What follows belongs to an exercise in optimizing a design on an open flow for small area, a short achievable clock period and few clock cycles; a production flow would make more cautious choices.
At most, simulation tests tie the RTL to the original design; equivalence was not proved.
No activity file was given, so power comes from the tool's default toggle rates.

Setup of umber:
Design led_matrix_scan_dimmer_unit, start of the top module:
module led_matrix_scan_dimmer_unit #(
	parameter int PANELS         = lmsd_pkg::DEF_PANELS,
	parameter int ROWS           = lmsd_pkg::DEF_ROWS,
	parameter int LEDS_PER_ROW   = lmsd_pkg::DEF_LEDS_PER_ROW,
	parameter int COLORS         = lmsd_pkg::DEF_COLORS,
	parameter int REFRESH_CYCLES = lmsd_pkg::DEF_REFRESH_CYCLES
) (
	input  logic                            clk,
	input  logic                            arst_n,
	input  logic                            s_tvalid,
	output logic                            s_tready,
	input  logic [lmsd_pkg::S_TDATA_W-1:0]  s_tdata,
	input  logic [lmsd_pkg::S_TUSER_W-1:0]  s_tuser,
	output logic                            m_tvalid,
	input  logic                            m_tready,
	output logic [lmsd_pkg::M_TDATA_W-1:0]  m_tdata,
	output logic [lmsd_pkg::M_TUSER_W-1:0]  m_tuser,
	output logic                            m_tlast,
	input  logic                            cfg_valid,
	output logic                            cfg_ready,
	input  logic [lmsd_pkg::REG_W-1:0]      cfg_index,
	input  logic [lmsd_pkg::SCHED_W-1:0]    cfg_data
);
Size: about 5500 cells after synthesis, about 72 I/O pins, ~93000 um2 of cells after synthesis.
clock: 6.0 ns
lec_check: 0
cap_margin: 20
core_margin: 2
core_utilization: 55
cts_cluster_diameter: 80
cts_cluster_size: 30
setup_slack_margin: 3.5
slew_margin: 20
run.sh (not shown) runs the stock make flow with config.mk's settings and CLKGATE_MAP_FILE= SYNTH_SCRIPT=/design/flow/synth_recipe.tcl, a recipe that flattens the netlist after the stock synthesis.
[inputs] fjord vs umber
-- flow/design.v --
<<< umber, line 161
	logic [15:0]  cr_w;
	logic [1:0]   cr_m;
	logic [15:0]  bmask;
	logic         rdy_q;
>>> fjord, line 161
	logic [15:0]  cr_w;
	logic [1:0]   cr_m;
	logic         cmt_q;
	logic         clr_q1;
	logic         e_last_q;
	logic [1:0]   e_c_nx;
	logic [15:0]  bmask;
	logic         rdy_q;
<<< umber, line 185
	logic [1:0]   ocolor_q;
	logic         olast_q;
	logic         in_xfer;
	logic         tick;
>>> fjord, line 189
	logic [1:0]   ocolor_q;
	logic         olast_q;
	logic [16:0]  oport_q;
	logic         ovld_o;
	logic         rdy_o;
	logic         in_xfer;
	logic         tick;
<<< umber, line 215
	logic [3:0]   ql [QD];
	assign cfg_ready = 1'b1;
	assign s_tready  = rdy_q;
	assign in_xfer   = s_tvalid && rdy_q;
	assign tick      = in_xfer && (in_cmd == lmsd_pkg::CMD_TICK);
>>> fjord, line 222
	logic [3:0]   ql [QD];
	assign cfg_ready = 1'b1;
	assign s_tready  = rdy_o;
	assign in_xfer   = s_tvalid && rdy_q;
	assign tick      = in_xfer && (in_cmd == lmsd_pkg::CMD_TICK);
<<< umber, line 238
	end
	assign n3_nx = (n3_q == 2'd2) ? 2'd0 : n3_q + 2'd1;
	assign clearing    = (clr_q != 4'(STEP));
	assign clearing_nx = (clr_q < 4'(STEP - 1));
	assign commit = cr_v && (n3_q == cr_c) && (n2_q == (cr_r[0] ^ cr_c[0]))
		&& !clearing && !cr_busy;
	assign cr_m = n6_q - row_q6(cr_r);
	always_comb begin
		for (int p = 0; p < NPAN; p++) begin
>>> fjord, line 245
	end
	assign n3_nx = (n3_q == 2'd2) ? 2'd0 : n3_q + 2'd1;
	assign clearing    = clr_q1;
	assign clearing_nx = (clr_q < 4'(STEP - 1));
	assign commit = cr_v && cmt_q;
	always_comb begin
		for (int p = 0; p < NPAN; p++) begin
<<< umber, line 305
	end
	assign ld       = act_v && hit_q && (!ovld_q || m_tready);
	assign act_done = ld && (e_p == 3'd4) && (e_c == 2'd2);
	always_comb begin
		a_v   = act_v;
>>> fjord, line 310
	end
	assign ld       = act_v && hit_q && (!ovld_q || m_tready);
	assign act_done = ld && e_last_q;
	always_comb begin
		a_v   = act_v;
<<< umber, line 361
		end
		e_p_nx  = e_p;
		rsel_nx = rsel_q;
		if (a_new) begin
			e_p_nx  = 3'd0;
>>> fjord, line 366
		end
		e_p_nx  = e_p;
		e_c_nx  = e_c;
		rsel_nx = rsel_q;
		if (a_new) begin
			e_c_nx = 2'd0;
		end else if (ld) begin
			e_c_nx = (e_c == 2'd2) ? 2'd0 : e_c + 2'd1;
		end
		if (a_new) begin
			e_p_nx  = 3'd0;
<<< umber, line 404
			cr_v    <= 1'b0;
			rdy_q   <= 1'b0;
			act_v   <= 1'b0;
			pv      <= '0;
			e_p     <= 3'd0;
			e_c     <= 2'd0;
			ovld_q  <= 1'b0;
			cr_w    <= 16'h0;
>>> fjord, line 415
			cr_v    <= 1'b0;
			rdy_q   <= 1'b0;
			rdy_o   <= 1'b0;
			ovld_o  <= 1'b0;
			act_v   <= 1'b0;
			pv      <= '0;
			e_p     <= 3'd0;
			e_c     <= 2'd0;
			e_last_q <= 1'b0;
			cmt_q   <= 1'b0;
			clr_q1  <= 1'b1;
			ovld_q  <= 1'b0;
			cr_w    <= 16'h0;
<<< umber, line 449
			cr_v  <= cr_v_nx;
			rdy_q <= !qv[QD-1] && (!cr_v_nx || pred) && !clearing_nx;
			act_v <= a_v;
			pv    <= qv;
			e_p <= e_p_nx;
			if (a_new) begin
				e_c <= 2'd0;
			end else if (ld) begin
				e_c <= (e_c == 2'd2) ? 2'd0 : e_c + 2'd1;
			end
			if (ld) begin
				ovld_q <= 1'b1;
>>> fjord, line 465
			cr_v  <= cr_v_nx;
			rdy_q <= !qv[QD-1] && (!cr_v_nx || pred) && !clearing_nx;
			rdy_o <= !qv[QD-1] && (!cr_v_nx || pred) && !clearing_nx;
			ovld_o <= ld || (ovld_q && !m_tready);
			cmt_q <= pred;
			clr_q1 <= clearing_nx;
			act_v <= a_v;
			pv    <= qv;
			e_p <= e_p_nx;
			e_c <= e_c_nx;
			e_last_q <= (e_p_nx == 3'd4) && (e_c_nx == 2'd2);
			if (ld) begin
				ovld_q <= 1'b1;
<<< umber, line 480
		end
		tgt_q  <= tgt_nx;
		hit_q  <= (((ph_q == 5'd23) ? 5'd0 : ph_q + 5'd1) == tgt_nx);
		rsel_q <= rsel_nx;
		leff_q <= leff_nx;
>>> fjord, line 497
		end
		tgt_q  <= tgt_nx;
		if (new_idle) begin
			hit_q <= (((ph_q == 5'd23) ? 5'd0 : ph_q + 5'd1) == row_base(row_nx));
		end else if (ld) begin
			hit_q <= 1'b1;
		end else begin
			hit_q <= (((ph_q == 5'd23) ? 5'd0 : ph_q + 5'd1) == tgt_q);
		end
		cr_m <= ((n6r_q == 3'd5) ? n6_q + 2'd1 : n6_q) - row_q6(wr_ok ? in_row : cr_r);
		rsel_q <= rsel_nx;
		leff_q <= leff_nx;
<<< umber, line 490
			olast_q  <= (e_p == 3'd4) && (e_c == 2'd2);
		end
	end
	assign m_tvalid = ovld_q;
	assign m_tdata  = {5'b0, led_q, orow_q};
	assign m_tuser  = {ocolor_q, opanel_q};
	assign m_tlast  = olast_q;
endmodule
>>> fjord, line 514
			olast_q  <= (e_p == 3'd4) && (e_c == 2'd2);
		end
		oport_q <= ld ? {(e_p == 3'd4) && (e_c == 2'd2), e_c, e_p, led_nx, act_r}
			: {olast_q, ocolor_q, opanel_q, led_q, orow_q};
	end
	assign m_tvalid = ovld_o;
	assign m_tdata  = {5'b0, oport_q[10:0]};
	assign m_tuser  = oport_q[15:11];
	assign m_tlast  = oport_q[16];
endmodule
[summary]
Effective utilization at floorplan essentially unchanged between umber and fjord.
fjord -> umber: met3 usage flat
Changes observed in fjord relative to umber: area growth from synthesis to layout shows a reduction of 4.7 points; fraction of the core area covered by cells at the end of the flow shows a reduction of 2.6 points; sequential share of cell area shows an increase of 4.0 points; largest stage delay on the critical path shows an increase of 70 ps; parity-gate share of the synthesized area counting xor and xnor cells shows no meaningful change.
In fjord, the power came out 2.3% above the value in umber.
fjord reports its cell with the largest stage delay on the worst path as dfrtp_2 while umber reports dfrtp_1.
Testbench counts of fjord, summed over its fixed seeds: cycles 12,776.
Function not checked in umber: the RTL went through the layout flow alone.

led_matrix_scan_dimmer_unit, a different RTL version from the one above (not shown whole).
Size: about 4000 flip-flops, about 72 I/O pins, roughly 93000 µm² of cells after synthesis.
clock: 6.0 ns
lec_check: 0
cap_margin: 20
core_margin: 2
core_utilization: 55
cts_cluster_diameter: 80
cts_cluster_size: 30
setup_slack_margin: 3.5
slew_margin: 20
Testbench counts at the start, summed over its fixed seeds: cycles 12,776.
Then changed:
--- a/flow/design.v
+++ b/flow/design.v
@@ -177,22 +177,25 @@
 	logic [2:0]   e_p_nx;
 	logic         new_idle;
 	logic [2:0]   e_p;
 	logic [1:0]   e_c;
 	logic [QD-1:0] pv;
 	logic         pb [QD];
 	logic [2:0]   pr [QD];
 	logic [3:0]   pl [QD];
-	logic         ovld_q;
+	logic         ofree_q;
 	logic [7:0]   led_q;
 	logic [2:0]   orow_q;
 	logic [2:0]   opanel_q;
 	logic [1:0]   ocolor_q;
 	logic         olast_q;
+	logic [16:0]  oport_q;
+	logic         ovld_o;
+	logic         rdy_o;
 	logic         in_xfer;
 	logic         tick;
 	logic         wr_ok;
 	logic         in_b;
 	logic         commit;
 	logic         ld;
 	logic         act_done;
 	logic         cr_v_nx;
@@ -213,18 +216,18 @@
 	logic [2:0]   a_r;
 	logic [3:0]   a_l;
 	logic         a_new;
 	logic [QD-1:0] qv;
 	logic         qb [QD];
 	logic [2:0]   qr [QD];
 	logic [3:0]   ql [QD];
 	assign cfg_ready = 1'b1;
-	assign s_tready  = rdy_q;
-	assign in_xfer   = s_tvalid && rdy_q;
+	assign s_tready  = rdy_o;
+	assign in_xfer   = s_tvalid && rdy_q && !clr_q1;
 	assign tick      = in_xfer && (in_cmd == lmsd_pkg::CMD_TICK);
 	assign wr_ok     = in_xfer && (in_cmd == lmsd_pkg::CMD_WRITE)
 		&& (in_panel < 3'(PANELS)) && (in_color < 2'(COLORS));
 	assign in_b      = shown_q ^ in_hidden;
 	always_comb begin
 		cr_busy = act_v && (act_b == cr_b) && (act_r == cr_r) && ({cr_p, cr_c} >= {e_p, e_c});
 		for (int i = 0; i < QD; i++) begin
 			cr_busy = cr_busy || (pv[i] && (pb[i] == cr_b) && (pr[i] == cr_r));
@@ -300,17 +303,17 @@
 		word = '0;
 		for (int g = 0; g < NRING; g++) begin
 			word = word | (tap[g*16 +: 16] & {16{rsel_q[g]}});
 		end
 		for (int k = 0; k < 8; k++) begin
 			led_nx[k] = leff_q[word[2*k +: 2]];
 		end
 	end
-	assign ld       = act_v && hit_q && (!ovld_q || m_tready);
+	assign ld       = act_v && hit_q && (ofree_q || m_tready);
 	assign act_done = ld && e_last_q;
 	always_comb begin
 		a_v   = act_v;
 		a_b   = act_b;
 		a_r   = act_r;
 		a_l   = act_l;
 		a_new = 1'b0;
 		qv    = pv;
@@ -406,24 +409,26 @@
 			ph_q    <= 5'd0;
 			n6r_q   <= 3'd1;
 			n3_q    <= 2'd1;
 			n2_q    <= 1'b1;
 			n6_q    <= 2'd0;
 			clr_q   <= 4'd0;
 			cr_v    <= 1'b0;
 			rdy_q   <= 1'b0;
+			rdy_o   <= 1'b0;
+			ovld_o  <= 1'b0;
 			act_v   <= 1'b0;
 			pv      <= '0;
 			e_p     <= 3'd0;
 			e_c     <= 2'd0;
 			e_last_q <= 1'b0;
 			cmt_q   <= 1'b0;
 			clr_q1  <= 1'b1;
-			ovld_q  <= 1'b0;
+			ofree_q <= 1'b1;
 			cr_w    <= 16'h0;
 		end else begin
 			if (wr_ok) begin
 				cr_w <= in_word;
 			end
 			ph_q <= (ph_q == 5'd23) ? 5'd0 : ph_q + 5'd1;
 			n3_q <= n3_nx;
 			n2_q <= !n2_q;
@@ -453,29 +458,27 @@
 			end
 			if (tick) begin
 				row_q   <= row_nx;
 				rc_q    <= rc_nx;
 				shown_q <= shown_nx;
 				pend_q  <= pend_nx;
 			end
 			cr_v  <= cr_v_nx;
-			rdy_q <= !qv[QD-1] && (!cr_v_nx || pred) && !clearing_nx;
+			rdy_q <= !qv[QD-1] && (!cr_v_nx || pred);
+			rdy_o <= !qv[QD-1] && (!cr_v_nx || pred) && !clearing_nx;
+			ovld_o <= ld || (!ofree_q && !m_tready);
 			cmt_q <= pred;
 			clr_q1 <= clearing_nx;
 			act_v <= a_v;
 			pv    <= qv;
 			e_p <= e_p_nx;
 			e_c <= e_c_nx;
 			e_last_q <= (e_p_nx == 3'd4) && (e_c_nx == 2'd2);
-			if (ld) begin
-				ovld_q <= 1'b1;
-			end else if (m_tready) begin
-				ovld_q <= 1'b0;
-			end
+			ofree_q <= !ld && (ofree_q || m_tready);
 		end
 	end
 	always_ff @(posedge clk) begin
 		if (wr_ok) begin
 			cr_b <= in_b;
 			cr_r <= in_row;
 			cr_p <= in_panel;
 			cr_c <= in_color;
@@ -501,14 +504,16 @@
 		leff_q <= leff_nx;
 		if (ld) begin
 			led_q    <= led_nx;
 			orow_q   <= act_r;
 			opanel_q <= e_p;
 			ocolor_q <= e_c;
 			olast_q  <= (e_p == 3'd4) && (e_c == 2'd2);
 		end
+		oport_q <= ld ? {(e_p == 3'd4) && (e_c == 2'd2), e_c, e_p, led_nx, act_r}
+			: {olast_q, ocolor_q, opanel_q, led_q, orow_q};
 	end
-	assign m_tvalid = ovld_q;
-	assign m_tdata  = {5'b0, led_q, orow_q};
-	assign m_tuser  = {ocolor_q, opanel_q};
-	assign m_tlast  = olast_q;
+	assign m_tvalid = ovld_o;
+	assign m_tdata  = {5'b0, oport_q[10:0]};
+	assign m_tuser  = oport_q[15:11];
+	assign m_tlast  = oport_q[16];
 endmodule
The new run completed with no timing, DRC or antenna violations.
Synthesized cell count hardly moves.
Worst setup slack improves by 0.23 ns.
Cell area grows by 0.73%.
Power grows by 3.1%.
Die area grows by 0.70%.
Critical path depth grows by 7.
First-iteration DRC count grows by 2.5%.
Non-clock buffer count shrinks by 15.
Area after synthesis grows by 0.71%.
Count of clock-buffer cells in the layout shrinks by 7.
Via count stays flat.
Fmax grows by 9.2%.
Clock skew shrinks by 0.0044 ns.
Testbench counts after the change, summed over its fixed seeds: cycles 12,776.

[what the ideal ports hide]
The results above use ideal ports. As a check the final layouts listed here were re-extracted and re-timed, cells and wires unchanged.
Step 1, drivers: a clkbuf_16 drives clk and a buf_2 each remaining input, both assumed.
Step 2 times the ports against the registers' clock, not the clock port: input delays grow and output delays shrink by t, the midpoint of the rising clock arrivals with the driver on.
Slacks: ideal / step 1 / step 2; pairs: ideal / step 1.
| run | shift t [ns] | setup slack, ns | worst setup path after step 2 | clock arrival spread, ns | pins driven straight from the clock port |
|---|---|---|---|---|---|
| umber | 0.912 | 3.186 / 3.186 / 2.606 | input to register | 0.046 / 0.046 | 1 |
| fjord | 0.885 | 3.382 / 3.303 / 2.709 | input to register | 0.039 / 0.039 | 1 |
| the first run of note 2 | 0.898 | 3.212 / 3.137 / 2.691 | input to register | 0.041 / 0.040 | 1 |
| the second run of note 2 | 0.887 | 3.446 / 3.384 / 2.600 | input to register | 0.037 / 0.037 | 1 |
After both steps every run listed still meets setup and hold. For the second run of note 2, which loses most, drivers alone change the setup slack by -0.062 ns; drivers and shift together by -0.846 ns.
